Source: an optimization exercise on an open RTL-to-GDS flow (aim: small area and a short achievable clock period). Production flows keep margins and buffers that such runs may drop.
Function was checked by simulation only, so behaviour that the tests miss may differ from the original.
No activity file was given, so power comes from the tool's default toggle rates.

==> flow/design.v, too long to show whole: its modules and the start of the top module <==
// module issue_stage: 108 lines
// module pipe_int: 53 lines
// module pipe_mul: 999 lines
// module mul_fin: 124 lines
// module completion_pipe: 54 lines
// module calc_top: 79 lines
module calc_top (
  input  logic                      clk_i,
  input  logic                      rst_n_i,
  input  logic                      dispatch_v_i,
  input  logic [32-1:0]       instr_i,
  input  logic [32-1:0]       rs1_data_i,
  input  logic [32-1:0]       rs2_data_i,
  input  logic                      flush_i,
  output logic                      wb_v_o,
  output logic [5-1:0] wb_rd_addr_o,
  output logic [32-1:0]       wb_data_o
);
  // ...
==> flow/flow/run.sh <==
#!/bin/bash
# The standard layout (the standard.sh, all ORFS stages unchanged) with
# one change: the ports are buffered with buf_2 cells instead of the cell
# buffer_ports picks on its own (clkdlybuf4s50_1). Every port still gets
# its own buffer. make's full output goes to flow_make.log here; each ORFS
# step keeps its own log under orfs/logs/.
set -euo pipefail
bash standard.sh "BUFFER_PORTS_ARGS=-buffer_cell sky130_fd_sc_hd__buf_2" finish > flow_make.log 2>&1
==> flow/standard.sh <==
#!/bin/bash
# synth_recipe.tcl (not shown) runs the flow's synth.tcl, then flattens the netlist and writes it again
# the make line also repeats each setting of config.mk as NAME=value (left out here)
make -C /OpenROAD-flow-scripts/flow DESIGN_CONFIG=/design/flow/config.mk WORK_HOME=/design/flow/orfs CLKGATE_MAP_FILE= SYNTH_SCRIPT=/design/flow/synth_recipe.tcl "${@:-finish}"
==> flow/config.mk <==
export PLATFORM = sky130hd
export DESIGN_NAME = calc_top
export DESIGN_NICKNAME = calc_top
export VERILOG_FILES = /design/flow/design.v
export SDC_FILE = /design/flow/constraint.sdc
export NUM_CORES = 4
export LEC_CHECK = 0
export ABC_CLOCK_PERIOD_IN_PS = 3000
export CAP_MARGIN = 20
export CORE_MARGIN = 2
export CORE_UTILIZATION = 40
export CTS_BUF_LIST = sky130_fd_sc_hd__clkbuf_8
export SETUP_SLACK_MARGIN = 4.4
export SLEW_MARGIN = 20
export TNS_END_PERCENT = 5
==> flow/constraint.sdc <==
create_clock -name core_clock -period 8.0 [get_ports {clk_i}]
set_input_delay 1.6000 -clock core_clock [delete_from_list [all_inputs] [get_ports {clk_i}]]
set_output_delay 1.6000 -clock core_clock [all_outputs]
set_load 0.01 [all_outputs]
==> summary.txt, run 1 <==
The flow ran to the end and the layout has no timing, DRC or antenna violations. The routed layout has 33100 vias. The total sequential power came out at 0.00171 W. The final core utilization came out at 0.462. The number of max-slew violations in the final report is 0. The shortest clock period the worst path allows after layout is 3770 ps. The worst ir drop on vdd is 169 uV. The total area inside the core boundary comes to ~76000 sq um.

The final estimated routing congestion in global placement is 1.07. The count of fill cells added during filler insertion came out at 7485. The power share of the combinational group is 0.541. The net load switching power is just over 0.003 W. The final-layout clock buffer total is between 50 and 60. For this block, the initial DRC count from the detailed router was 6373. Detailed placement finished with a half-perimeter wire length of between 100 and 150 mm. Dividing the final minimum period by the clock period gives 0.471. Summed over all failing endpoints, the final setup total negative slack is 0 ps.

The die boundary width came out at 281 um. The number of antenna violations at the first check in global routing came to 6. In this run the critical register-to-register path is captured at issue_stage_i.ex_op_a_o[31]. The cell depth of the worst min-delay path came out at 0. After detailed routing, no signal wire sits above met5.

Leaving out the clock tree, the finished layout contains an inverter count of 290. The area growth from synthesis to layout is 14.4%. The cell area after layout came out at 35000 sq um.

The routing usage on met3 came out at 0.128. The beginning of the critical path is issue_stage_i.ex_op_b_o[1]. The layout has 362 buffers outside the clock class. The number of flip-flops and latches in the synthesized netlist is between 200 and 250. The slew of the pin with the lowest slew margin came out at 1260 ps.
==> inputs of run 2 (changes only) <==
--- a/flow/config.mk
+++ b/flow/config.mk
@@ -10,6 +10,7 @@
 export CORE_MARGIN = 2
 export CORE_UTILIZATION = 40
 export CTS_BUF_LIST = sky130_fd_sc_hd__clkbuf_8
+export PLACE_DENSITY = 0.5
 export SETUP_SLACK_MARGIN = 4.4
 export SLEW_MARGIN = 20
-export TNS_END_PERCENT = 5
+export TNS_END_PERCENT = 20
==> run 2 against run 1 <==
Effect of this change: worst hold slack gained 4.7 ps; still clean; sequential share of layout area shrank 0.23 points; largest power group unchanged; combinational power grew 5%; clock skew grew 32 ps; total power grew 5.5%; register-to-register slack is essentially flat; via count grew 1.7%.
==> summary.txt, run 2 <==
Outcome: complete, no violations (unchanged). The floorplan die area is 78800 sq um (unchanged). The relative contribution of sequential cells to total power is 0.251 (was 0.260). The clock insertion delay at the later pin of the skew report came to 730 ps (was 690 ps).

The via count is 33700 (was 33100). The fraction of synthesized cell area taken by the top area cell type is 0.158 (unchanged). The reg2reg setup slack was 4230 ps (about the same). The length of the first detailed-routing pass in iterations is 11 (was 10). Synth area leaders: dfxtp_1 16%, fa_1 13%, ha_1 6.9% (unchanged). The number of flip-flops in the largest register is 96 (unchanged).

The number of buffers on the longest clock path is 3 (unchanged). The final critical-path setup slack came out at 4230 ps (about the same). The clock-pin slew of the registers on the worst-case setup and hold paths is 70 ps (about the same). The post-cts hold buffer count is 0 (unchanged). The placeable core region is 75800 sq um (unchanged). The number of cell instances on the worst register-to-register path is 9 (unchanged). The routed length per instance came to 36.9 um (was 33.4 um). The register with the most flip-flops was completion_pipe_i.data_r (unchanged). The post-place setup slack came out at 2830 ps (was 3060 ps).

The commonest non-fill, non-tap cell in the layout is a21oi_1 (unchanged). The shortest clock period the worst path allows after layout is 3770 ps (about the same). The sequential standard cell area is 4970 sq um (was 4950 sq um). The library cell used as clock root buffer is clkbuf_8 (unchanged). The final routed wirelength across all metal layers is 175 mm (was 156 mm). The maximum frequency from static timing analysis was 0.265 GHz (about the same). The number of enable-type register cells in the synthesized netlist is 0 (unchanged). The worst-path cell with the longest stage delay was a311oi_1 (was o221ai_1). The number of gates on the worst path with buffers counted was 9 (unchanged).

The worst path buffer plus inverter count was 2 (was 3). The main combinational cell family by area after synthesis is compound AO/OA/AOI/OAI gates (unchanged). The share of flip-flops with an asynchronous set or reset after synthesis is 0 (unchanged). The cell area after synthesis was 30600 sq um (unchanged). The final setup violation count came out at 0 (unchanged). Setup repair after global routing missed its margin: true (unchanged). The data arrival time of the critical path is 4290 ps (was 4250 ps). Crit path cell chain: buf_16, buf_12, mux4_2, a211oi_1, o21ai_0, o211ai_1, o221ai_1, a311oi_1, o211ai_1 (was buf_4, buf_16, buf_12, mux4_2, mux2_2, mux2i_1, o221ai_1, a311oi_1, o211ai_1). The worst hold slack came out at 370 ps (was 365 ps). The xor and xnor area share after synthesis came out at 0.0515 (unchanged).

The top-level I/O count came to 138 (unchanged). The worst ir drop on vdd came to 255 uV (was 169 uV). The final estimated routing congestion in global placement was 1.04 (was 1.07). The worst flop-to-flop path endpoint is issue_stage_i.ex_op_a_o[31] (unchanged). The row count came to 101 (unchanged). The hold violation count in the final report was 0 (unchanged). The maximum level of the CTS H-tree is 2 (unchanged).

The delay of the slowest critical-path stage is 600 ps (was 640 ps). Largest registers: completion_pipe_i.data_r: 96 flops, completion_pipe_i.mul_x_r: 51 flops (unchanged). The number of max-slew violations in the final report is 0 (unchanged). The cell class contributing the biggest share of worst-path delay is compound AO/OA/AOI/OAI gates (was multiplexers). The power consumption came out at 0.00697 W (was 0.00660 W). The clock network fraction of design power came to 0.212 (was 0.200). The count of fill cells added during filler insertion came out at 7428 (was 7485). The setup clock skew after layout came out at 110 ps (was 77.6 ps). The share of total power consumed by net switching came out at 0.467 (was 0.460). The endpoint required time on the critical path came to 8520 ps (was 8480 ps). The most frequently used cell type in the post-synthesis netlist was a21oi_1 (unchanged). The placed cell area is 31400 sq um (about the same).

The fraction of the yosys area taken by sequential cells is 0.158 (unchanged). The startpoint of the most critical register-to-register path is issue_stage_i.ex_op_b_o[1] (unchanged). The max-capacitance violation count came out at 0 (unchanged).

The violation count after the first detailed-routing iteration came to 5723 (was 6373). The cell area after layout came out at 35800 sq um (was 35000 sq um). Top library cells by usage in the layout, fill and taps aside: 286 x a21oi_1, 259 x inv_1, 219 x nor2_1 (was 296 x a21oi_1, 268 x inv_1, 223 x nor2_1). The adder-cell share of the synthesized area is 0.198 (unchanged). The post-synthesis mux area share is 0.0791 (unchanged).

The power share of the combinational group was 0.538 (was 0.541). The starting density of the core is 0.404 (unchanged). The die boundary width is 281 um (unchanged). The cell area power density is 195 nW/um^2 (was 189 nW/um^2).

The static leakage came out at 14.9 nW (was 14.7 nW). The Yosys warning count came to 3 (unchanged). The number of buffer cells added on primary ports came out at 137 (unchanged).

The number of antenna violations at the first check in global routing came out at 8 (was 6). The period utilization is 0.472 (was 0.471). The compound-cell area share of the yosys netlist came to 0.306 (unchanged).

The most numerous cell type found on the critical path is o211ai_1. The via count of the first global-routing pass is 31700 (was 29800). The class of the most critical hold timing path is reg2reg (unchanged). The area of combinational cells with multiple inputs came out at 23600 sq um (was 23400 sq um).

The first-pass GRT wire length is 242 mm (was 219 mm). The net load switching power is 0.00325 W (was 0.00304 W). The sum of overflow across all layers after global routing came out at 0 (unchanged). The normalized max-slew margin is 0.272 (was 0.162). The critical path endpoint category is a register (unchanged).

The CTS tree is done (unchanged). The final antenna-violating net count is 0 (unchanged). The share of cells above drive strength 1 is 0.215 (was 0.197).

The internal power came out at 0.00371 W (was 0.00357 W). The maximum number of pins on one net before global-route repair is 64 (was 62). The kind of critical path is reg2reg (unchanged). The area growth from synthesis to layout came out at 16.8% (was 14.4%). The average size of a mapped cell is 8.24 sq um (unchanged). The aggregate negative setup slack came out at 0 ps (unchanged). The share of synthesized cell area in and, or, nand and nor gates is 0.105 (unchanged). The end point of the critical path is issue_stage_i.ex_op_a_o[31] (unchanged). The top fanout value on the critical path was 47 (was 30). The number of instances in the synthesized netlist was 3716 (unchanged). The slew of the pin with the lowest slew margin came out at 1090 ps (was 1260 ps). The post-layout net count came out at 4172 (was 4146). The total number of clock tree sinks is 242 (unchanged). The ratio of routed vias to standard cells was 7.13 (was 7.06). The total global routing track utilization is 0.429 (was 0.382). The distinct cell type count of the synthesized netlist came out at 94 (unchanged). The total clock buffers created by CTS came out at 47 (was 43). The top cell type by total area after synthesis is dfxtp_1 (unchanged). The beginning of the critical path is issue_stage_i.ex_op_b_o[1] (unchanged). The number of flip-flops and latches in the synthesized netlist came out at 242 (unchanged). The height of the die came out at 281 um (unchanged). The net count after synthesis is 4183 (unchanged). The post-route DRC violation count is 0 (unchanged). The detailed placer's ending HPWL came out at 119 mm (was 107 mm). The nature of the critical path startpoint was a register (unchanged). The leading register cell type out of synthesis is dfxtp_1 (unchanged).

Post-synth top cells: 307 x a21oi_1, 293 x clkbuf_1, 274 x inv_1, 242 x dfxtp_1, 239 x nor2_1 (unchanged).
[run 2: how the worst min path moves through the flow]
| stage | start | end | slack, ps | cells after the start |
|---|---|---|---|---|
| after floorplan | issue_stage_i.ex_rd_o[1] | completion_pipe_i.rd_addr_r[1] | 330 | 0 |
| after detailed placement | completion_pipe_i.data_r[39] | completion_pipe_i.data_r[71] | 360 | 0 |
| final | completion_pipe_i.data_r[39] | completion_pipe_i.data_r[71] | 370 | 0 |
| after CTS | completion_pipe_i.data_r[33] | completion_pipe_i.data_r[65] | 370 | 0 |
| after global routing | completion_pipe_i.data_r[39] | completion_pipe_i.data_r[71] | 380 | 0 |
| after global placement | completion_pipe_i.data_r[41] | completion_pipe_i.data_r[73] | 360 | 0 |
[run 2: layout make-up]
type	instances	share of cell area
Clock inverter	24	0.00657
Timing Repair inverter	1	0.000210
Inverter	289	0.0336
Antenna cell	8	0.000559
Tap cell	978	0.0342
Sequential cell	242	0.139
Timing Repair Buffer	384	0.103
Multi-Input combinational cell	2740	0.660
Clock buffer	59	0.0227
[run 2: logic make-up after synthesis]
kind of cell	after synthesis
compound gates	1330
xor+xnor	180
fa+ha+maj	367
buf+inv	735
flops	242
mux	163
simple gates	699
[run 2: power groups by stage]
stage / sequential (W) / combinational, W / clock [W]
global placement: 0.00177 / 0.00322 / 0
CTS: 0.00173 / 0.00353 / 0.00147
floorplan: 0.00158 / 0.00209 / 0
global route: 0.00175 / 0.00397 / 0.00153
finish: 0.00175 / 0.00374 / 0.00147
detailed placement: 0.00176 / 0.00323 / 0
[run 2: metal layers]
metal / GRT usage / vias up / share of wire
li1: - / 13700 / -
met2: 0.644 / 2696 / 0.42
met3: 0.118 / 776 / 0.12
met5: 0 / - / 0.00021
met4: 0.282 / 6 / 0.090
met1: 0.540 / 16600 / 0.37
[run 2: per-stage QoR]
stage               instances   util
global placement         4485  0.414
global route             4719  0.472
floorplan                3716      -
CTS                      4686  0.462
finish                   4725  0.472
detailed placement       4487  0.415
[run 2: worst reg2reg max path, delay by kind of cell, from the launching register on]
| family | cells | cell delay (ps) |
|---|---|---|
| AOI/OAI and AO/OA | 6 | 2210 |
| DFF | 1 | 390 |
| buffers and inverters | 2 | 500 |
| muxes | 1 | 550 |
[run 2: timing repair]
action | CTS | global route
gates cloned | 22 | 3
endpoints found under the setup margin | 150 | 119
pin swaps | 19 | 19
resized for setup | 273 | 120
setup buffers | 94 | 28

-- what the ideal ports hide --
No port has a modelled driver above. Below, the same layouts with a new extraction and two added sets of constraints. Step 1 sets driving cells, clkbuf_16 on the clock port and buf_2 on the other inputs (assumed; they add their load-dependent delay and slew). Step 2 also shifts input and output timing later by t, the mid clock arrival at the registers, as if the neighbouring blocks saw the same clock. a / b / c = ideal / step 1 / step 2; a / b = the first two.
| run | t, ns | setup WS [ns] | worst register clock-pin slew, ns |
|---|---|---|---|
| run 1 | 0.710 | 4.232 / 4.232 / 3.608 | 0.07 / 0.07 |
| run 2 | 0.735 | 4.228 / 4.228 / 3.785 | 0.09 / 0.09 |
After both steps setup and hold are still met in every run listed. For run 1, which loses most, drivers alone change the setup slack by 0.000 ns; drivers and shift together by -0.624 ns.
